Source: an optimization exercise on an open RTL-to-GDS flow (aim: small area). Production flows keep margins and buffers that such runs may drop. At most, simulation tests tie the RTL to the original design; equivalence was not proved. For run 2, only the layout was checked, not whether the RTL still works. Power figures rest on the tool's default switching activity, not on a simulated workload. No driver is modelled on the clock port, so clocking that relies on it looks cheaper here than on a real chip.

--- flow/flow/run.sh ---
#!/bin/bash
# The standard ORFS flow (standard.sh), with two changes:
#  - the port buffers are the smallest buffer, sky130_fd_sc_hd__buf_1;
#  - clock tree synthesis uses clkbuf_16, clusters up to 32 sinks per leaf
#    buffer and adds no dummy loads.
# ORFS writes each step's full log under orfs/logs/; make's own output goes to
# flow_make.log in this folder.
set -euo pipefail
export BUFFER_PORTS_ARGS="-buffer_cell sky130_fd_sc_hd__buf_1"
export CTS_ARGS="-sink_clustering_enable -repair_clock_nets -dont_use_dummy_load -buf_list sky130_fd_sc_hd__clkbuf_16 -sink_clustering_size 32 -sink_clustering_max_diameter 85"
bash standard.sh finish > flow_make.log 2>&1
--- flow/standard.sh ---
#!/bin/bash
# synth_recipe.tcl (not shown) runs the flow's synth.tcl, then flattens the netlist and writes it again
# the make line also repeats each setting of config.mk as NAME=value (left out here)
make -C /OpenROAD-flow-scripts/flow DESIGN_CONFIG=/design/flow/config.mk WORK_HOME=/design/flow/orfs CLKGATE_MAP_FILE= SYNTH_SCRIPT=/design/flow/synth_recipe.tcl "${@:-finish}"
--- flow/config.mk ---
export PLATFORM = sky130hd
export DESIGN_NAME = cpu_mem_stage
export DESIGN_NICKNAME = cpu_mem_stage
export VERILOG_FILES = /design/flow/design.v
export SDC_FILE = /design/flow/constraint.sdc
export NUM_CORES = 4
export LEC_CHECK = 0
export CAP_MARGIN = 12
export CORE_MARGIN = 2
export CORE_UTILIZATION = 55
export PLACE_DENSITY = 0.75
export SLEW_MARGIN = 12
export SYNTH_HIERARCHICAL = 1
export SYNTH_MINIMUM_KEEP_SIZE = 0
--- flow/constraint.sdc ---
create_clock -name core_clock -period 7.0 [get_ports {clk}]
set_input_delay 1.4000 -clock core_clock [delete_from_list [all_inputs] [get_ports {clk}]]
set_output_delay 1.4000 -clock core_clock [all_outputs]
set_load 0.01 [all_outputs]
--- flow/design.v ---
module cpu_mem_stage #(
    parameter int WIDTH = 32,
    parameter int DEPTH = 32
) (
    input  logic             clk,
    input  logic             rst,
    input  logic             in_valid,
    input  logic             stall,
    input  logic [WIDTH-1:0] out_alu,
    input  logic [WIDTH-1:0] rdata2,
    input  logic             is_write_mem,
    input  logic             is_read_mem,
    input  logic [1:0]       mem_size,
    input  logic             is_unsigned,
    input  logic [4:0]       rd_in,
    input  logic             is_write_reg_in,
    output logic             out_valid,
    output logic [WIDTH-1:0] out_wb,
    output logic [WIDTH-1:0] out_memory,
    output logic [4:0]       rd_out,
    output logic             is_write_reg_out,
    output logic             misaligned
);
    localparam int IDX_W = $clog2(DEPTH);
    logic [DEPTH-1:0][31:0] mem;
    logic                   vld;
    logic                   ld_q;
    logic [IDX_W-1:0] idx;
    logic [1:0]       lane;
    logic             sz_byte;
    logic             sz_half;
    logic             addr_bad;
    logic             active;
    logic             mis;
    logic             ld_op;
    logic             store_en;
    logic             load_en;
    logic [31:0]      rd_word;
    logic [7:0]       byte_sel;
    logic [15:0]      half_sel;
    logic [31:0]      load_ext;
    logic [31:0]      load_data;
    logic [3:0]       wr_be;
    logic [31:0]      wr_data;
    logic [WIDTH-1:0] wb_next;
    assign idx     = out_alu[IDX_W+1:2];
    assign lane    = out_alu[1:0];
    assign sz_byte = (mem_size == 2'b00);
    assign sz_half = (mem_size == 2'b01);
    assign addr_bad = (sz_half & lane[0]) | (~sz_byte & ~sz_half & (lane != 2'b00));
    assign active   = in_valid & ~stall;
    assign mis      = active & (is_write_mem | is_read_mem) & addr_bad;
    assign ld_op    = is_read_mem & ~is_write_mem;
    assign store_en = active & is_write_mem & ~addr_bad;
    assign load_en  = in_valid & ld_op & ~addr_bad;
    localparam int NGRP = DEPTH / 3;
    localparam int NREM = DEPTH - 3 * NGRP;
    logic [DEPTH-1:0]             rsel;
    logic [31:0][NGRP-1:0]        rgrp_n;
    logic [31:0]                  rrem;
    always_comb begin
        for (int w = 0; w < DEPTH; w++) begin
            rsel[w] = (idx == w[IDX_W-1:0]) & vld;
        end
    end
    for (genvar i = 0; i < 32; i++) begin : g_rbit
        for (genvar g = 0; g < NGRP; g++) begin : g_grp
            cms_aoi222 u_aoi (
                .a0(rsel[3*g]),   .b0(mem[3*g][i]),
                .a1(rsel[3*g+1]), .b1(mem[3*g+1][i]),
                .a2(rsel[3*g+2]), .b2(mem[3*g+2][i]),
                .y (rgrp_n[i][g])
            );
        end
        if (NREM == 2) begin : g_r2
            cms_ao22 u_ao (
                .a0(rsel[DEPTH-2]), .b0(mem[DEPTH-2][i]),
                .a1(rsel[DEPTH-1]), .b1(mem[DEPTH-1][i]),
                .y (rrem[i])
            );
        end else if (NREM == 1) begin : g_r1
            assign rrem[i] = rsel[DEPTH-1] & mem[DEPTH-1][i];
        end else begin : g_r0
            assign rrem[i] = 1'b0;
        end
        assign rd_word[i] = ~&rgrp_n[i] | rrem[i];
    end
    always_comb begin
        case (lane)
            2'd0:    byte_sel = rd_word[7:0];
            2'd1:    byte_sel = rd_word[15:8];
            2'd2:    byte_sel = rd_word[23:16];
            default: byte_sel = rd_word[31:24];
        endcase
        half_sel = lane[1] ? rd_word[31:16] : rd_word[15:0];
        if (sz_byte) begin
            load_ext = {{24{~is_unsigned & byte_sel[7]}}, byte_sel};
        end else if (sz_half) begin
            load_ext = {{16{~is_unsigned & half_sel[15]}}, half_sel};
        end else begin
            load_ext = rd_word;
        end
    end
    assign load_data = load_ext & {32{load_en}};
    assign wb_next   = load_data | (out_alu & {WIDTH{in_valid & ~ld_op}});
    always_comb begin
        wr_be   = 4'b1111;
        wr_data = rdata2;
        if (sz_byte) begin
            wr_be   = 4'b0001 << lane;
            wr_data = {4{rdata2[7:0]}};
        end else if (sz_half) begin
            wr_be   = lane[1] ? 4'b1100 : 4'b0011;
            wr_data = {2{rdata2[15:0]}};
        end
        for (int b = 0; b < 4; b++) begin
            if (!wr_be[b]) wr_data[8*b +: 8] = rd_word[8*b +: 8];
        end
    end
    logic [DEPTH-1:0]           wen;
    logic [DEPTH-1:0]           whold;
    logic [DEPTH-1:0][31:0]     mem_d;
    always_comb begin
        for (int w = 0; w < DEPTH; w++) begin
            wen[w]   = store_en & (idx == w[IDX_W-1:0]);
            whold[w] = vld & ~wen[w];
        end
    end
    for (genvar w = 0; w < DEPTH; w++) begin : g_ww
        for (genvar i = 0; i < 32; i++) begin : g_wb
            cms_ao22 u_ao (
                .a0(wen[w]),   .b0(wr_data[i]),
                .a1(whold[w]), .b1(mem[w][i]),
                .y (mem_d[w][i])
            );
        end
    end
    always_ff @(posedge clk) begin
        mem <= mem_d;
    end
    always_ff @(posedge clk or posedge rst) begin
        if (rst) begin
            vld <= 1'b0;
        end else if (store_en) begin
            vld <= 1'b1;
        end
    end
    always_ff @(posedge clk or posedge rst) begin
        if (rst) begin
            out_valid        <= 1'b0;
            out_wb           <= '0;
            ld_q             <= 1'b0;
            rd_out           <= 5'd0;
            is_write_reg_out <= 1'b0;
            misaligned       <= 1'b0;
        end else if (!stall) begin
            out_valid        <= in_valid;
            out_wb           <= wb_next;
            ld_q             <= load_en;
            rd_out           <= rd_in;
            is_write_reg_out <= in_valid & is_write_reg_in & ~mis;
            misaligned       <= mis;
        end
    end
    assign out_memory = out_wb & {WIDTH{ld_q}};
endmodule
module cms_aoi222 (
    input  logic a0, b0, a1, b1, a2, b2,
    output logic y
);
    assign y = ~((a0 & b0) | (a1 & b1) | (a2 & b2));
endmodule
module cms_ao22 (
    input  logic a0, b0, a1, b1,
    output logic y
);
    assign y = (a0 & b0) | (a1 & b1);
endmodule
==> results of run 1 <==
==> worst max-delay path by stage <==
stage	startpoint	end	slack [ps]	cells after the start
2_1_floorplan	out_alu[6]	mem[103]	1530	9
3_3_place_gp	out_alu[6]	mem[750]	1280	10
3_5_place_dp	out_alu[6]	mem[680]	1220	10
4_1_cts	out_alu[6]	mem[776]	1860	10
5_1_grt	out_alu[6]	mem[776]	1480	10
6_report	out_alu[6]	mem[209]	1390	11
==> modules after synthesis (local to each module, per instance) <==
| module | cell area (µm²) | times used | flip-flops and latches |
|---|---|---|---|
| cpu_mem_stage | 25400 | 1 | 1066 |
| cms_aoi222 | 10.0 | 320 | 0 |
| cms_ao22 | 8.76 | 1056 | 0 |
==> cell type report <==
| cell class | count | area (µm²) | area share [%] |
|---|---|---|---|
| Antenna cell | 5 | 12.5 | 0.0299 |
| Sequential cell | 1066 | 21600 | 51.5 |
| Multi-Input combinational cell | 1978 | 16500 | 39.4 |
| Timing Repair Buffer | 287 | 1690 | 4.03 |
| Clock buffer | 41 | 1030 | 2.45 |
| Inverter | 3 | 11.3 | 0.0269 |
| Tap cell | 882 | 1100 | 2.64 |
==> metal layers <==
layer  part of all wire (%)  GRT usage, %  wire (µm)
met1                     36          49.5      51800
met5                   0.13          1.52        182
met4                    6.8          22.7       9890
met3                     15          14.8      22300
met2                     42          56.8      60500
==> state kept, by name (all words and copies together) (netlist names) <==
register and flops:
rd_out 5, ld_q 1, mem 1024, misaligned 1, vld 1, is_write_reg_out 1
out_wb 32, out_valid 1
==> cells in the mapped netlist (all sizes together) (2+ instances only) <==
library cell and n:
a21oi 13, o211ai 13, clkbuf 40, a211oi 10, or3 9, or2 2, dfxtp 1024, mux2 5
a311oi 12, nor4 21, a222oi 320, nand4b 32, and2 42, inv 3, nor3 19, nand4 35
nand3 41, nand2 62, a2111oi 2, nand2b 13, buf 8, and3 5, o21ai 69, a31oi 5
mux2i 23, nor2 87, a22oi 32, a22o 1056, nor2b 26, o21a 17, dfrtp 42
==> cells by family after synthesis <==
logic type,after synthesis,share of synthesized area [%]
AO/OA/AOI/OAI,1556,36.1
flip-flops,1066,57.0
AND/OR/NAND/NOR,394,5.60
buffers and inverters,51,0.579
multiplexers,28,0.758
==> report_power, final <==
group | leakage, nW | internal, mW | switching [mW]
logic | 6.16 | 0.209 | 0.681
clock network | 0.505 | 1.06 | 1.82
registers | 8.80 | 6.18 | 0.0733
==> worst reg2reg max path, stage by stage, from the launching register on <==
cell and delay (ps):
dfrtp_1 350, buf_4 370, nand2b_1 670, nor2_2 1090
buf_4 470, a222oi_1 160, nand4b_1 460, nor3_1 180
a21oi_2 840, buf_4 430, a22o_1 220
==> stage by stage <==
stage,instance area [µm²],worst slack (ps),cells
4_1_cts,41800,1860,4253
3_5_place_dp,40700,1220,4212
3_3_place_gp,40700,1280,4212
2_1_floorplan,37800,1530,3095
6_report,41900,1390,4262
5_1_grt,41900,1480,4257
==> impl_metrics.toml, run 1 <==
[cells_and_area]
final_common_cell = "a22o_1"
nets = 3456
area_delta_synth_final_pct = 10.8
post-route-util_pct = 61.3
n_fill_cell = 5343
layout_common_cells = "a22o_1, dfxtp_1, a222oi_1, buf_1, buf_4"
drive_above_1_share_pct = 9.27

[power_and_ir_drop]
p_leak_nw = 15.5
p_per_area_nw_per_um2 = 239
total_power_mw = 10.0
ir_drop_mv = 0.234

[timing]
rsz0062_at_grt = "no"
hold_viol = 0
fin_crit_ps = 5610
worst_clock_skew_ps = 82.1
tns_ps = 0
slew_violations = 0
period_share_pct = 80.1
worst_slew_pin_slew_ps = 1390
maxSlewHeadroom_pct = 7.07
fmax_mhz = 178
setup_viol_count_final = 0
fin_hold_ws_ps = 472

[critical_path]
crit_chain = "buf_1 -> nand2b_1 -> nor2_2 -> buf_4 -> a222oi_1 -> nand4_1 -> or3_1 -> nand2_1 -> o21ai_2 -> buf_4 -> a22o_1"
cp-end-kind = "flop"
critPathMostFrequentCell = "buf_4"
r2r.worst_path.cells = 10
r2r_start = "vld"
cp.arrival_ps = 6130
crit_buf_inv = 3
critPathMaxFanout = 32
cp-start-kind = "input pin"
critPathRequiredTime_ps = 7520
cpPeakStageDelay_ps = 1050
reg2reg_slack_ps = 1680
slowest_stage = "a222oi_1"
worstReg2RegEnd = "mem[207]"
crit_family = "simple AND/OR/NAND/NOR gates"
critPathKind = "in2reg"

[floorplanning]
dieArea_um2 = 70900
ioPinCount = 151
start_util_pct = 55.3
row_count = 96
die_y_um = 266
coreArea_um2 = 68300
fp.dieW_um = 266

[logic_synthesis]
ys_seq_area_share_pct = 57.0
synth_area_leaders = "dfxtp_1, a22o_1, a222oi_1, dfrtp_1, nor2_1"
syn-num-nets = 3174
ys_ff_latch = 1066
yosysUniqueCellTypes = 46
async_flop_share_pct = 3.94
yosysTopAreaCellShare_pct = 54.2
syn_inst = 3095
synth_warnings = 7
syn_area_um2 = 37800
synth_top_area_cell = "dfxtp_1"
synth_edf_count = 0
synth_top_flop_cell = "dfxtp_1"
syn_area_per_cell_um2 = 12.2

[run]
cap_violations = 0

[grt]
antenna_found_initial = 8
track_usage_pct = 39.1
grt_pass1_wl_um = 211000
grt_pass1_vias = 32300
grt-ovfl-total = 0
grt_max_degree = 44

[detailed_routing]
initialDrtViolationCount = 6987
totalWireLength_um = 145000
drc = 0
dr.pass1.iters = 12
post_drt_wl_per_cell_um = 33.9
ant_nets = 0
drt-vias-per-instance = 8.00
num_vias = 34100

[place]
place_congestion = 1.01
port_buffers = 150
hpwlAfterDp_um = 87600

[worst_hold_path]
hp-start = "mem[600]"
hp-class = "reg2reg"
min_path_cells = 1
worstHoldEndpoint = "mem[600]"

[clocking]
cts_buffers = 41
cts-resized-gates = 0
path_clk_slew_ps = 110
clockBufferDepth = 3
cts.sinks = 1066
cts_tree = "done"
clockRootBuffer = "clkbuf_16"
clk-insertion-delay-late_ps = 650
hold_buffers = 0
post_cts_buffers = 0
htreeDepth = 2

[outcome]
run_status = "no timing/DRC/antenna violations"
==> run 2: changes to the inputs <==
--- a/flow/design.v
+++ b/flow/design.v
@@ -55,31 +55,51 @@
     assign load_en  = in_valid & ld_op & ~addr_bad;
     localparam int NGRP = DEPTH / 3;
     localparam int NREM = DEPTH - 3 * NGRP;
-    logic [DEPTH-1:0]             rsel;
+    localparam int NLO  = 4;
+    localparam int NHI  = DEPTH / NLO;
+    logic [NLO-1:0]               lo_rd_n;
+    logic [NLO-1:0]               lo_st_n;
+    logic                         vld_n;
+    logic [NHI-1:0]               hi_n;
+    logic [1:0][DEPTH-1:0]        rsel;
+    logic [1:0][DEPTH-1:0]        wen;
+    logic [1:0][DEPTH-1:0]        whold;
     logic [31:0][NGRP-1:0]        rgrp_n;
     logic [31:0]                  rrem;
+    assign vld_n = ~vld;
     always_comb begin
-        for (int w = 0; w < DEPTH; w++) begin
-            rsel[w] = (idx == w[IDX_W-1:0]) & vld;
+        for (int k = 0; k < NLO; k++) begin
+            lo_rd_n[k] = ~((idx[1:0] == k[1:0]) & vld);
+            lo_st_n[k] = ~((idx[1:0] == k[1:0]) & store_en);
+        end
+        for (int j = 0; j < NHI; j++) begin
+            hi_n[j] = ~(idx[IDX_W-1:2] == j[IDX_W-3:0]);
+        end
+    end
+    for (genvar h = 0; h < 2; h++) begin : g_half
+        for (genvar w = 0; w < DEPTH; w++) begin : g_word
+            cms_nor2 u_rsel (.a(lo_rd_n[w % NLO]), .b(hi_n[w / NLO]), .y(rsel[h][w]));
+            cms_nor2 u_wen  (.a(lo_st_n[w % NLO]), .b(hi_n[w / NLO]), .y(wen[h][w]));
+            cms_nor2 u_whold (.a(wen[h][w]), .b(vld_n), .y(whold[h][w]));
         end
     end
     for (genvar i = 0; i < 32; i++) begin : g_rbit
         for (genvar g = 0; g < NGRP; g++) begin : g_grp
             cms_aoi222 u_aoi (
-                .a0(rsel[3*g]),   .b0(mem[3*g][i]),
-                .a1(rsel[3*g+1]), .b1(mem[3*g+1][i]),
-                .a2(rsel[3*g+2]), .b2(mem[3*g+2][i]),
+                .a0(rsel[i/16][3*g]),   .b0(mem[3*g][i]),
+                .a1(rsel[i/16][3*g+1]), .b1(mem[3*g+1][i]),
+                .a2(rsel[i/16][3*g+2]), .b2(mem[3*g+2][i]),
                 .y (rgrp_n[i][g])
             );
         end
         if (NREM == 2) begin : g_r2
             cms_ao22 u_ao (
-                .a0(rsel[DEPTH-2]), .b0(mem[DEPTH-2][i]),
-                .a1(rsel[DEPTH-1]), .b1(mem[DEPTH-1][i]),
+                .a0(rsel[i/16][DEPTH-2]), .b0(mem[DEPTH-2][i]),
+                .a1(rsel[i/16][DEPTH-1]), .b1(mem[DEPTH-1][i]),
                 .y (rrem[i])
             );
         end else if (NREM == 1) begin : g_r1
-            assign rrem[i] = rsel[DEPTH-1] & mem[DEPTH-1][i];
+            assign rrem[i] = rsel[i/16][DEPTH-1] & mem[DEPTH-1][i];
         end else begin : g_r0
             assign rrem[i] = 1'b0;
         end
@@ -117,20 +137,12 @@
             if (!wr_be[b]) wr_data[8*b +: 8] = rd_word[8*b +: 8];
         end
     end
-    logic [DEPTH-1:0]           wen;
-    logic [DEPTH-1:0]           whold;
     logic [DEPTH-1:0][31:0]     mem_d;
-    always_comb begin
-        for (int w = 0; w < DEPTH; w++) begin
-            wen[w]   = store_en & (idx == w[IDX_W-1:0]);
-            whold[w] = vld & ~wen[w];
-        end
-    end
     for (genvar w = 0; w < DEPTH; w++) begin : g_ww
         for (genvar i = 0; i < 32; i++) begin : g_wb
             cms_ao22 u_ao (
-                .a0(wen[w]),   .b0(wr_data[i]),
-                .a1(whold[w]), .b1(mem[w][i]),
+                .a0(wen[i/16][w]),   .b0(wr_data[i]),
+                .a1(whold[i/16][w]), .b1(mem[w][i]),
                 .y (mem_d[w][i])
             );
         end
@@ -176,3 +188,9 @@
 );
     assign y = (a0 & b0) | (a1 & b1);
 endmodule
+module cms_nor2 (
+    input  logic a, b,
+    output logic y
+);
+    assign y = ~(a | b);
+endmodule
==> flow/flow/run.sh (replaced) <==
#!/bin/bash
# The standard ORFS flow (standard.sh), with two changes:
#  - the port buffers are the smallest buffer, sky130_fd_sc_hd__buf_1;
#  - clock tree synthesis uses clkbuf_16, clusters up to 28 sinks per leaf
#    buffer and adds no dummy loads.
# ORFS writes each step's full log under orfs/logs/; make's own output goes to
# flow_make.log in this folder.
set -euo pipefail
export BUFFER_PORTS_ARGS="-buffer_cell sky130_fd_sc_hd__buf_1"
export CTS_ARGS="-sink_clustering_enable -repair_clock_nets -dont_use_dummy_load -buf_list sky130_fd_sc_hd__clkbuf_16 -sink_clustering_size 28 -sink_clustering_max_diameter 75"
bash standard.sh finish > flow_make.log 2>&1
--- a/flow/config.mk
+++ b/flow/config.mk
@@ -5,10 +5,10 @@
 export SDC_FILE = /design/flow/constraint.sdc
 export NUM_CORES = 4
 export LEC_CHECK = 0
-export CAP_MARGIN = 12
+export CAP_MARGIN = 20
 export CORE_MARGIN = 2
 export CORE_UTILIZATION = 55
 export PLACE_DENSITY = 0.75
-export SLEW_MARGIN = 12
+export SLEW_MARGIN = 20
 export SYNTH_HIERARCHICAL = 1
 export SYNTH_MINIMUM_KEEP_SIZE = 0
==> impl_metrics.toml, run 2 <==
[logic_synthesis]
yosysTopAreaCellShare_pct = 54.1
yosysUniqueCellTypes = 50
synth_commonest_cells = "a22o_1, dfxtp_1, a222oi_1"
async_flop_share_pct = 3.94
yosysMostFrequentCell = "a22o_1"
synth_top_area_cell = "dfxtp_1"
synth_warnings = 7
synth_top_flop_cell = "dfxtp_1"
synth_xor_area_share_pct = 0
syn_area_um2 = 37900
synth_top_family_by_area = "compound AO/OA/AOI/OAI gates"
synth_fa_ha_area_share_pct = 0
synthSimpleGateAreaFrac_pct = 6.17
synth_edf_count = 0
syn_inst = 3123
synth_mux_area_share_pct = 0.789
syn-num-nets = 3202
synth_compound_gate_area_share_pct = 35.7
ys_ff_latch = 1066
synth_area_leaders = "dfxtp_1, a22o_1, a222oi_1, dfrtp_1, nor2_1"
syn_area_per_cell_um2 = 12.1
ys_seq_area_share_pct = 56.8

[cells_and_area]
reg_top3 = "mem x1024, out_wb x32, rd_out x5"
final_common_cell = "a22o_1"
fin_area_um2 = 42500
top_register = "mem"
multi_input_area_um2 = 16700
regArea_um2 = 21600
largest_reg_flops = 1024
nets = 3541
layout_common_cells = "a22o_1, dfxtp_1, a222oi_1, buf_4, buf_1"
final-instance-count-excl-fill = 4350
n_fill_cell = 5410
area_delta_synth_final_pct = 12.0
drive_above_1_share_pct = 10.3

[clocking]
post_cts_buffers = 0
clockBufferDepth = 3
cts-resized-gates = 0
path_clk_slew_ps = 90
cts.sinks = 1066
hold_buffers = 0
cts_tree = "done"
cts_buffers = 47
htreeDepth = 2
clk-insertion-delay-late_ps = 650
clockRootBuffer = "clkbuf_16"

[floorplanning]
row_count = 96
ioPinCount = 151
dieArea_um2 = 71100
fp.dieW_um = 267
die_y_um = 267
coreArea_um2 = 68500
start_util_pct = 55.4

[timing]
fmax_mhz = 184
maxSlewHeadroom_pct = 16.3
period_share_pct = 77.8
hold_viol = 0
fin_crit_ps = 5440
tns_ps = 0
worst_slew_pin_slew_ps = 1250
rsz0062_at_grt = "no"
slew_violations = 0
worst_clock_skew_ps = 46.5
setup_viol_count_final = 0

[grt]
track_usage_pct = 37.6
grt_pass1_vias = 31500
grt-ovfl-total = 0
grt_max_degree = 65
grt_pass1_wl_um = 204000
antenna_found_initial = 10

[place]
place_inst = 4293
port_buffers = 150
hpwlAfterDp_um = 90600
post_dp_cell_area_um2 = 41100
place_congestion = 1.01

[outcome]
run_status = "no timing/DRC/antenna violations"

[critical_path]
critPathKind = "in2reg"
cp-end-kind = "flop"
critPathMaxFanout = 21
critPathRequiredTime_ps = 7520
cp.arrival_ps = 5960
cp-start-kind = "input pin"

[detailed_routing]
drt-vias-per-instance = 7.76
initialDrtViolationCount = 7110
ant_nets = 0
post_drt_wl_per_cell_um = 32.1
num_vias = 33800
drc = 0
totalWireLength_um = 140000
dr.pass1.iters = 7

[power_and_ir_drop]
seqPwrFrac_pct = 61.2
p_per_area_nw_per_um2 = 241
switching_share_pct = 25.7
ir_drop_mv = 0.194
power_switching_mw = 2.63
p_leak_nw = 15.8
p_int_mw = 7.60
power_frac_comb_pct = 8.8
total_power_mw = 10.2
pwr-share-clk_pct = 30.0

[run]
cap_violations = 0

[worst_hold_path]
hp-class = "reg2reg"
[run 2: changes by cell type in the layout (fill, tap and decap cells not counted), moves of 12 or more]
cell / delta
a211oi_1: +18
a21oi_4: +15
a221o_1: +15
a311oi_1: -12
buf_4: +38
nand2_1: -36
nand2b_1: -12
nor2_1: +118
nor2b_2: -16
nor3_1: +12
o211ai_1: -12
o21ai_1: -16
[run 2: final cells by class]
cell class                      instances  share of cell area, %
Sequential cell                      1066                   50.8
Clock buffer                           47                   2.77
Inverter                                4                 0.0354
Multi-Input combinational cell       2017                   39.2
Timing Repair Buffer                  326                   4.55
Antenna cell                            8                 0.0472
Tap cell                              882                   2.60
[run 2: path summary, 6_finish.rpt]
path / from / to / slack (ps) / depth (start not counted)
min in group asynchronous: rst / out_wb[8] / 900 / 3
worst max-delay path: out_alu[6] / mem[328] / 1560 / 10
worst min register to register: mem[334] / mem[334] / 470 / 1
worst max register to register: vld / mem[328] / 2390 / 10
max in group asynchronous: rst / out_wb[0] / 5640 / 3
worst min-delay path: mem[334] / mem[334] / 470 / 1
[run 2: cells by family (layout without fill, tap and decap cells)]
family	after synthesis	in the layout
AND/OR/NAND/NOR	459	459
flip-flops	1066	1066
multiplexers	28	28
other	0	8
buffers and inverters	40	377
AO/OA/AOI/OAI	1530	1530
[run 2: per-module statistics from Yosys (local to each module, per instance)]
module | flip-flops and latches | times used | cells
cms_nor2 | 0 | 192 | 1
cpu_mem_stage | 1066 | 1 | 1555
cms_aoi222 | 0 | 320 | 1
cms_ao22 | 0 | 1056 | 1
[run 2: metal layers]
| metal | wire, µm | track usage, % | share of wire (%) |
|---|---|---|---|
| met1 | 53300 | 51.6 | 38 |
| met2 | 57500 | 52.8 | 41 |
| met3 | 19100 | 10.2 | 14 |
| met4 | 9450 | 21.9 | 6.8 |
| met5 | 166 | 1.25 | 0.12 |
[run 2: power groups by stage]
stage                     clock (mW)  combinational, mW  sequential (mW)
after floorplan                    0              0.430             6.38
after CTS                       3.07              0.848             6.25
after global routing            3.27              0.919             6.27
after global placement             0              0.809             6.38
after detailed placement           0              0.846             6.39
final                           3.07              0.902             6.26
[run 2: through the flow]
| stage | setup slack, ps | hold slack, ps | utilization [%] |
|---|---|---|---|
| global route | 1750 | 490 | 62.0 |
| finish | 1560 | 473 | 62.0 |
| global placement | 1380 | 450 | 59.8 |
| detailed placement | 1290 | 452 | 60.0 |
| floorplan | 1690 | 438 | - |
| CTS | 1920 | 475 | 61.7 |
[run 2: critical path: stages]
cell,delay [ps]
buf_1,280
nand3b_1,810
nor2_1,490
buf_4,300
a222oi_1,550
nand4b_1,250
nor3_1,890
a21oi_4,400
buf_4,330
a22o_1,240

[static timing again, ports no longer ideal]
No port has a modelled driver above. Below, the same layouts with a new extraction and two added sets of constraints.
Step 1: set_driving_cell puts a clkbuf_16 on clk and a buf_2 on each other input, an assumption about the parent block.
Step 2 also shifts input and output timing later by t, the mid clock arrival at the registers, as if the neighbouring blocks saw the same clock.
a / b / c = ideal / step 1 / step 2; a / b = the first two.
run	t (ns)	slack for setup (ns)	cell pins on the clock port's net
run 1	0.680	1.390 / 1.383 / 0.703	1
run 2	0.693	1.556 / 1.534 / 0.841	1
After both steps every run listed still meets setup and hold. The setup slack of run 2, which loses most, moves by -0.022 ns with the drivers and by -0.715 ns with both steps.
